Context: an optimization exercise on an open-source flow, tuned for small area. The choices shown serve that exercise and are no tape-out recipe. In this exercise RTL edits were held to simulation tests only and were not proved equivalent to the original. The flow treats the clock pin as an ideal source, which a real chip does not have. No activity file was given, so power comes from the tool's default toggle rates.

== old ==
## bicubic_scaler
module bicubic_scaler (
    input  logic        CLK,
    input  logic        RST,
    input  logic        start,
    input  logic [6:0]  v0,
    input  logic [6:0]  h0,
    input  logic [4:0]  sw,
    input  logic [5:0]  sh,
    input  logic [5:0]  tw,
    input  logic [7:0]  src_data,
    output logic        src_rd,
    output logic [13:0] src_addr,
    output logic        dst_we,
    output logic [11:0] dst_addr,
    output logic [7:0]  dst_data,
    output logic        done
);
==> flow/config.mk <==
export PLATFORM = sky130hd
export DESIGN_NAME = bicubic_scaler
export DESIGN_NICKNAME = bicubic_scaler
export VERILOG_FILES = /design/flow/design.v
export SDC_FILE = /design/flow/constraint.sdc
export NUM_CORES = 4
export LEC_CHECK = 0
export CAP_MARGIN = 20
export CORE_MARGIN = 2
export CORE_UTILIZATION = 70
export GPL_TIMING_DRIVEN = 0
export SLEW_MARGIN = 20
==> flow/constraint.sdc <==
create_clock -name core_clock -period 15.0 [get_ports {CLK}]
set_input_delay 3.0000 -clock core_clock [delete_from_list [all_inputs] [get_ports {CLK}]]
set_output_delay 3.0000 -clock core_clock [all_outputs]
set_load 0.01 [all_outputs]
standard.sh (not shown) runs the stock make flow with config.mk's settings and CLKGATE_MAP_FILE= SYNTH_SCRIPT=/design/flow/synth_recipe.tcl, a recipe that flattens the netlist after the stock synthesis.
==> flow/flow/run.sh <==
#!/bin/bash
# Layout flow: the standard flow, with these changes to the cells it picks:
#  - after the standard synthesis (bash standard.sh synth, unchanged), the
#    combinational cells of its netlist (half adders and the full adders
#    outside the kernel's multipliers included) are re-mapped for area by
#    Yosys/ABC (flow/remap.py). Flip-flops and tie cells are left as they
#    are, so the registers keep their names, cells and connections. The
#    new netlist is proven equivalent to the standard one by Yosys; if that
#    fails, the standard netlist is used unchanged;
#  - the input and output ports are buffered with buf_1 instead of the buffer
#    buffer_ports picks by default (clkdlybuf4s50_1, 2.7x the area);
#  - clock tree synthesis runs with ORFS's usual arguments, clock buffers from
#    clkbuf_4 instead of clkbuf_16, and -dont_use_dummy_load; afterwards
#    (flow/post_cts.tcl) each clock buffer whose flip-flop loads see more than
#    105 ps of slew is upsized to clkbuf_8.
# Each tool's output goes to a log in the work folder (standard_synth.log,
# remap/*.log, standard.log); ORFS also keeps each step's log under orfs/logs.
set -euo pipefail
export BUFFER_PORTS_ARGS="-buffer_cell sky130_fd_sc_hd__buf_1"
export CTS_ARGS="-sink_clustering_enable -repair_clock_nets -dont_use_dummy_load -buf_list sky130_fd_sc_hd__clkbuf_4"
export POST_CTS_TCL="$PWD/flow/post_cts.tcl"
bash standard.sh synth > standard_synth.log 2>&1
R="orfs/results/${FLOW_PLATFORM}/bicubic_scaler/base"
mkdir -p remap
cp "$R/1_2_yosys.v" remap/std.v
if python3 flow/remap.py remap/std.v remap/remapped.v "$FLOW_TOP" remap > remap/remap_py.log 2>&1; then
  cp remap/remapped.v "$R/1_2_yosys.v"
  echo "re-mapped netlist used" > remap/result.txt
else
  echo "re-mapping failed or not proven: standard netlist used" > remap/result.txt
fi
# the netlist is now newer than 1_synth.odb, so make rebuilds it from there on
touch "$R/1_2_yosys.v"
bash standard.sh > standard.log 2>&1
Other scripts of this flow, unchanged in this note and not shown: flow/flow/dontuse.txt, flow/flow/post_cts.tcl, flow/flow/remap.py
Edits applied to the flow inputs when going from old to new:
-- flow/config.mk --
<<< old, line 8
export CAP_MARGIN = 20
export CORE_MARGIN = 2
export CORE_UTILIZATION = 70
export GPL_TIMING_DRIVEN = 0
export SLEW_MARGIN = 20
>>> new, line 8
export CAP_MARGIN = 20
export CORE_MARGIN = 2
export CORE_UTILIZATION = 60
export GPL_TIMING_DRIVEN = 0
export SLEW_MARGIN = 20
==> results.txt <==
- In new, relative contribution of combinational cells to total power is lower than in old.
- Global-route met3 utilization: new and old compared, lower one is new
- Where setup slack of the critical path after layout is concerned, old is outperformed by new.
- new vs. old: met1 routed wirelength after detailed routing went up by 6.0%.
- Against old, combinational power in new fell by a few percent.
- On number of iterations in the first detailed-routing pass: new sits below old.
- STATUS summed area of non-filler cells in the final layout: new loses against old

========
Setup of wip/zinc:
bicubic_scaler, a different RTL version from the one above (not shown whole).
Size: ~79 I/O pins.
Design bicubic_scaler, start of the top module:
module bicubic_scaler (
    input  logic        CLK,
    input  logic        RST,
    input  logic        start,
    input  logic [6:0]  v0,
    input  logic [6:0]  h0,
    input  logic [4:0]  sw,
    input  logic [5:0]  sh,
    input  logic [5:0]  tw,
    input  logic [7:0]  src_data,
    output logic        src_rd,
    output logic [13:0] src_addr,
    output logic        dst_we,
    output logic [11:0] dst_addr,
    output logic [7:0]  dst_data,
    output logic        done
);
Settings: LEC_CHECK=0, CAP_MARGIN=20, CORE_MARGIN=2, CORE_UTILIZATION=60, GPL_TIMING_DRIVEN=0, SLEW_MARGIN=20; clock period 15.0 ns.
==> flow/flow/run.sh <==
#!/bin/bash
# Layout flow: the standard flow, with these changes to the cells it picks:
#  - after the standard synthesis (bash standard.sh synth, unchanged), the
#    combinational cells of its netlist (half adders included) are re-mapped for area by Yosys/ABC
#    (flow/remap.py). Flip-flops, full adders and tie cells are left as
#    they are, so the registers keep their names, cells and connections. The
#    new netlist is proven equivalent to the standard one by Yosys; if that
#    fails, the standard netlist is used unchanged;
#  - the input and output ports are buffered with buf_1 instead of the buffer
#    buffer_ports picks by default (clkdlybuf4s50_1, 2.7x the area);
#  - clock tree synthesis runs with ORFS's usual arguments, clock buffers from
#    clkbuf_4 instead of clkbuf_16, and -dont_use_dummy_load; afterwards
#    (flow/post_cts.tcl) each clock buffer whose flip-flop loads see more than
#    110 ps of slew is upsized to clkbuf_8.
# Each tool's output goes to a log in the work folder (standard_synth.log,
# remap/*.log, standard.log); ORFS also keeps each step's log under orfs/logs.
set -euo pipefail
export BUFFER_PORTS_ARGS="-buffer_cell sky130_fd_sc_hd__buf_1"
export CTS_ARGS="-sink_clustering_enable -repair_clock_nets -dont_use_dummy_load -buf_list sky130_fd_sc_hd__clkbuf_4"
export POST_CTS_TCL="$PWD/flow/post_cts.tcl"
bash standard.sh synth > standard_synth.log 2>&1
R="orfs/results/${FLOW_PLATFORM}/bicubic_scaler/base"
mkdir -p remap
cp "$R/1_2_yosys.v" remap/std.v
if python3 flow/remap.py remap/std.v remap/remapped.v "$FLOW_TOP" remap > remap/remap_py.log 2>&1; then
  cp remap/remapped.v "$R/1_2_yosys.v"
  echo "re-mapped netlist used" > remap/result.txt
else
  echo "re-mapping failed or not proven: standard netlist used" > remap/result.txt
fi
# the netlist is now newer than 1_synth.odb, so make rebuilds it from there on
touch "$R/1_2_yosys.v"
bash standard.sh > standard.log 2>&1
==> flow/flow/post_cts.tcl <==
proc my_fix_clock_slew {small big thr} {
  estimate_parasitics -placement
  set changed 0
  foreach inst [get_cells *] {
    if {[get_property $inst ref_name] != $small} { continue }
    set worst 0
    foreach out [get_pins -of_objects $inst -filter "direction == output"] {
      foreach p [get_pins -of_objects [get_nets -of_objects $out] -filter "direction == input"] {
        foreach s [list [get_property $p slew_max_rise] [get_property $p slew_max_fall]] {
          if {$s > $worst} { set worst $s }
        }
      }
    }
    if {$worst > $thr} {
      replace_cell $inst $big
      incr changed
    }
  }
  puts "my_fix_clock_slew: upsized $changed $small to $big"
  if {$changed > 0} {
    detailed_placement
    check_placement -verbose
    estimate_parasitics -placement
  }
}
my_fix_clock_slew sky130_fd_sc_hd__clkbuf_4 sky130_fd_sc_hd__clkbuf_8 0.110
==> flow/flow/remap.py <==
#!/usr/bin/env python3
# Re-maps the combinational cells of the standard synthesis netlist for area
# with Yosys/ABC, and proves the result equivalent to the standard netlist.
#   remap.py STD.v OUT.v TOP WORKDIR
# Flip-flops, full adders and tie cells are kept untouched (blackboxes),
# so every register keeps its cell type, instance, name and connections.
# Exit status 0 only if OUT.v was written and proven equivalent.
import os, re, subprocess, sys

std, out, top, work = sys.argv[1:5]
here = os.path.dirname(os.path.abspath(__file__))
lib = os.path.join(os.environ.get('FLOW_HOME', '/OpenROAD-flow-scripts/flow'),
                   'platforms/sky130hd/lib/sky130_fd_sc_hd__tt_025C_1v80.lib')
yosys = os.environ.get('YOSYS_EXE') or 'yosys'
if not os.path.exists(yosys):
    yosys = 'yosys'
dont_use = open(os.path.join(here, 'dontuse.txt')).read().split()

net = open(std).read()
types = sorted(set(re.findall(r'^\s*(sky130_fd_sc_hd__\w+)\s', net, re.M)))
keep = [t for t in types if re.match(r'sky130_fd_sc_hd__(s?e?df|dl|fa_|fah|conb)', t)]


def run(name, script):
    path = os.path.join(work, name + '.ys')
    open(path, 'w').write(script)
    with open(os.path.join(work, name + '.log'), 'w') as log:
        return subprocess.call([yosys, '-s', path], stdout=log, stderr=subprocess.STDOUT)


readlib = f'read_liberty -overwrite -ignore_miss_func -ignore_miss_dir {lib}\n'
# ABC scripts tried, in order; the smallest result is kept (the first on a tie)
SCRIPTS = [
    '+strash;dc2;dch,-f;amap;topo',
    '+strash;dch,-f;amap;topo',
    '+strash;dc2;dc2;dch,-f;amap;topo',
    '+strash;ifraig;dc2;dch,-f;amap;topo',
    '+strash;dc2;dch,-f;amap;topo;strash;dch,-f;amap;topo',
    '+strash;dc2;dch,-f;map,-a;topo',
    '+strash;dc2;dch,-f;amap,-F,100;topo',
    '+strash;ifraig;dc2;dch,-f;amap;topo;strash;ifraig;dc2;dch,-f;amap;topo',
]
best = None
for i, scr in enumerate(SCRIPTS):
    cand = os.path.join(work, f'cand{i}.v')
    remap = readlib + f'''read_verilog {std}
hierarchy -top {top}
blackbox {' '.join(keep)}
flatten
opt_clean
abc -liberty {lib} {' '.join('-dont_use ' + c for c in dont_use)} -script "{scr}"
opt_clean
hilomap -singleton -hicell sky130_fd_sc_hd__conb_1 HI -locell sky130_fd_sc_hd__conb_1 LO
splitnets
opt_clean -purge
hierarchy -top {top} -purge_lib
rename -enumerate -pattern _re%_
tee -o {cand}.stat stat -liberty {lib}
write_verilog -noattr -nohex -nodec {cand}
'''
    if run(f'remap{i}', remap) != 0:
        continue
    m = re.search(r'Chip area for module .*?: ([0-9.]+)', open(cand + '.stat').read())
    if m and (best is None or float(m.group(1)) < best[0]):
        best = (float(m.group(1)), cand, scr)
if best is None:
    sys.exit(1)
with open(os.path.join(work, 'chosen.txt'), 'w') as f:
    f.write(f'{best[0]} {best[2]}\n')
open(out, 'w').write(open(best[1]).read())

# equivalence of the two netlists, each cell read as its liberty function
for name, src in (('gold', std), ('gate', out)):
    if run('flat_' + name, readlib + f'''read_verilog {src}
hierarchy -top {top}
flatten
opt_clean
rename {top} {name}
write_rtlil {os.path.join(work, name + '.il')}
''') != 0:
        sys.exit(1)
sys.exit(run('equiv', f'''read_rtlil {os.path.join(work, 'gold.il')}
read_rtlil {os.path.join(work, 'gate.il')}
equiv_make gold gate eq
hierarchy -top eq
equiv_simple -seq 2
equiv_induct
equiv_status -assert
'''))
Other scripts of this flow, unchanged in this note and not shown: flow/flow/dontuse.txt
The inputs of wip/cedar differ from those of wip/zinc as listed below.
# wip/zinc
export LEC_CHECK = 0
export CAP_MARGIN = 20
export CORE_MARGIN = 2
export CORE_UTILIZATION = 60
export GPL_TIMING_DRIVEN = 0
export SLEW_MARGIN = 20
create_clock -name core_clock -period 15.0 [get_ports {CLK}]
# wip/cedar
export LEC_CHECK = 0
export CAP_MARGIN = 20
export CORE_MARGIN = 2
export CORE_UTILIZATION = 40
export SLEW_MARGIN = 20
create_clock -name core_clock -period 15.0 [get_ports {CLK}]
==> results.txt <==
- wip/zinc → wip/cedar: placed instance area moved up, power shows a reduction of 0.82%.
- From wip/zinc to wip/cedar the numbers moved as follows: net switching share of the total power lost 0.32 points, total wire length after detailed routing picked up an extra about 1.7%, power consumed by the clock network picked up an extra about 2%.
- Number of remaining DRC errors came out exactly the same in wip/cedar and wip/zinc.
The following lists how wip/delta was set up differently from wip/cedar:
# wip/cedar
export LEC_CHECK = 0
export CAP_MARGIN = 20
export CORE_MARGIN = 2
export CORE_UTILIZATION = 40
export SLEW_MARGIN = 20
create_clock -name core_clock -period 15.0 [get_ports {CLK}]
# wip/delta
export LEC_CHECK = 0
export CAP_MARGIN = 20
export CORE_MARGIN = 2
export CORE_UTILIZATION = 60
export SLEW_MARGIN = 20
create_clock -name core_clock -period 15.0 [get_ports {CLK}]
The run showing the smaller part of the power in combinational logic is wip/cedar.
Across both runs, layout filler cell count was lower for wip/delta than for wip/cedar.
As far as post-layout net count goes, wip/delta and wip/cedar are indistinguishable; the numbers are identical.
#### Input delta (wip/xenon over wip/delta)
# wip/delta
export LEC_CHECK = 0
export CAP_MARGIN = 20
export CORE_MARGIN = 2
export CORE_UTILIZATION = 60
export SLEW_MARGIN = 20
create_clock -name core_clock -period 15.0 [get_ports {CLK}]
# wip/xenon
export LEC_CHECK = 0
export CAP_MARGIN = 20
export CORE_MARGIN = 2
export CORE_UTILIZATION = 60
export GPL_TIMING_DRIVEN = 0
export SLEW_MARGIN = 20
create_clock -name core_clock -period 15.0 [get_ports {CLK}]
diff --git a/flow/flow/run.sh b/flow/flow/run.sh
--- a/flow/flow/run.sh
+++ b/flow/flow/run.sh
@@ -4,3 +4,4 @@
-#    combinational cells of its netlist (half adders included) are re-mapped for area by Yosys/ABC
-#    (flow/remap.py). Flip-flops, full adders and tie cells are left as
-#    they are, so the registers keep their names, cells and connections. The
+#    combinational cells of its netlist (half adders and the full adders
+#    outside the kernel's multipliers included) are re-mapped for area by
+#    Yosys/ABC (flow/remap.py). Flip-flops and tie cells are left as they
+#    are, so the registers keep their names, cells and connections. The
@@ -14 +15 @@
-#    110 ps of slew is upsized to clkbuf_8.
+#    105 ps of slew is upsized to clkbuf_8.
diff --git a/flow/flow/post_cts.tcl b/flow/flow/post_cts.tcl
--- a/flow/flow/post_cts.tcl
+++ b/flow/flow/post_cts.tcl
@@ -26 +26 @@
-my_fix_clock_slew sky130_fd_sc_hd__clkbuf_4 sky130_fd_sc_hd__clkbuf_8 0.110
+my_fix_clock_slew sky130_fd_sc_hd__clkbuf_4 sky130_fd_sc_hd__clkbuf_8 0.105
diff --git a/flow/flow/remap.py b/flow/flow/remap.py
--- a/flow/flow/remap.py
+++ b/flow/flow/remap.py
@@ -5,2 +5,5 @@
-# Flip-flops, full adders and tie cells are kept untouched (blackboxes),
-# so every register keeps its cell type, instance, name and connections.
+# Flip-flops and tie cells are kept untouched (blackboxes), so every register
+# keeps its cell type, instance, name and connections. Full adders are kept
+# too, or (second pass) only those fed by the kernel's accumulators p1..p3
+# (and dr, which lives in p1); the other full adders are then re-mapped with
+# the rest of the logic. The smallest result is used.
@@ -21,0 +25,21 @@
+
+# the same netlist with the full adders that are not fed by p1..p3 / dr made
+# into a plain module of their function, which flatten dissolves
+SOFT = 'my_soft_fa'
+
+
+def soften(m):
+    pins = dict((k, v.strip()) for k, v in re.findall(r'\.(\w+)\(([^()]*)\)', m.group(2)))
+    if any(re.match(r'\\?(p[123]|dr) ?\[', pins.get(k, '')) for k in ('A', 'B', 'CIN')):
+        return m.group(0)
+    return SOFT + ' ' + m.group(1) + ' (' + m.group(2) + ');'
+
+
+soft_v = os.path.join(work, 'std_soft.v')
+open(soft_v, 'w').write(
+    re.sub(r'sky130_fd_sc_hd__fa_1\s+(\S+)\s*\((.*?)\);', soften, net, flags=re.S) + f'''
+module {SOFT} (input A, input B, input CIN, output COUT, output SUM);
+  assign SUM = A ^ B ^ CIN;
+  assign COUT = (A & B) | (A & CIN) | (B & CIN);
+endmodule
+''')
@@ -44 +68 @@
-for i, scr in enumerate(SCRIPTS):
+for i, (src, scr) in enumerate([(v, c) for v in (std, soft_v) for c in SCRIPTS]):
@@ -46 +70 @@
-    remap = readlib + f'''read_verilog {std}
+    remap = readlib + f'''read_verilog {src}
@@ -65 +89 @@
-        best = (float(m.group(1)), cand, scr)
+        best = (float(m.group(1)), cand, os.path.basename(src) + ' ' + scr)
Findings:
- wip/xenon failed in 1_synth with STA-0171.

## afterwards: timing with drivers on the ports
How much do the figures lean on ideal ports? The routed layouts below were timed once more, with nothing changed but the port constraints.
Step 1 (the two cells are an assumption about what drives the block):
set clk [get_ports {CLK}]
set_driving_cell -lib_cell sky130_fd_sc_hd__clkbuf_16 $clk
set_driving_cell -lib_cell sky130_fd_sc_hd__buf_2 [delete_from_list [all_inputs] $clk]
Step 2 adds t to the input delays and takes it off the output delays; t is the mean of the earliest and latest rising clock arrival at the registers after step 1. Input paths then give back, and output paths get back, about the clock's delay inside the block.
a / b / c = ideal ports / drivers / drivers and shift; a / b = the first two.
run | t, ns | slack for setup (ns) | hold WS [ns] | worst setup path at the end | worst slew at a driven data input, ns
old | 0.469 | 4.285 / 4.301 / 3.832 | 0.332 / 0.332 / 0.332 | input to register | 0.04
new | 0.469 | 4.737 / 4.752 / 4.283 | 0.311 / 0.311 / 0.311 | input to register | 0.05
wip/zinc | 0.464 | 4.499 / 4.513 / 4.049 | 0.315 / 0.315 / 0.315 | input to register | 0.04
wip/cedar | 0.450 | 4.665 / 4.678 / 4.228 | 0.330 / 0.330 / 0.330 | input to register | 0.03
wip/delta | 0.458 | 4.519 / 4.534 / 4.076 | 0.326 / 0.326 / 0.326 | input to register | 0.03
After both steps every run listed still meets setup and hold. For new, which loses most, drivers alone change the setup slack by +0.015 ns; drivers and shift together by -0.454 ns.
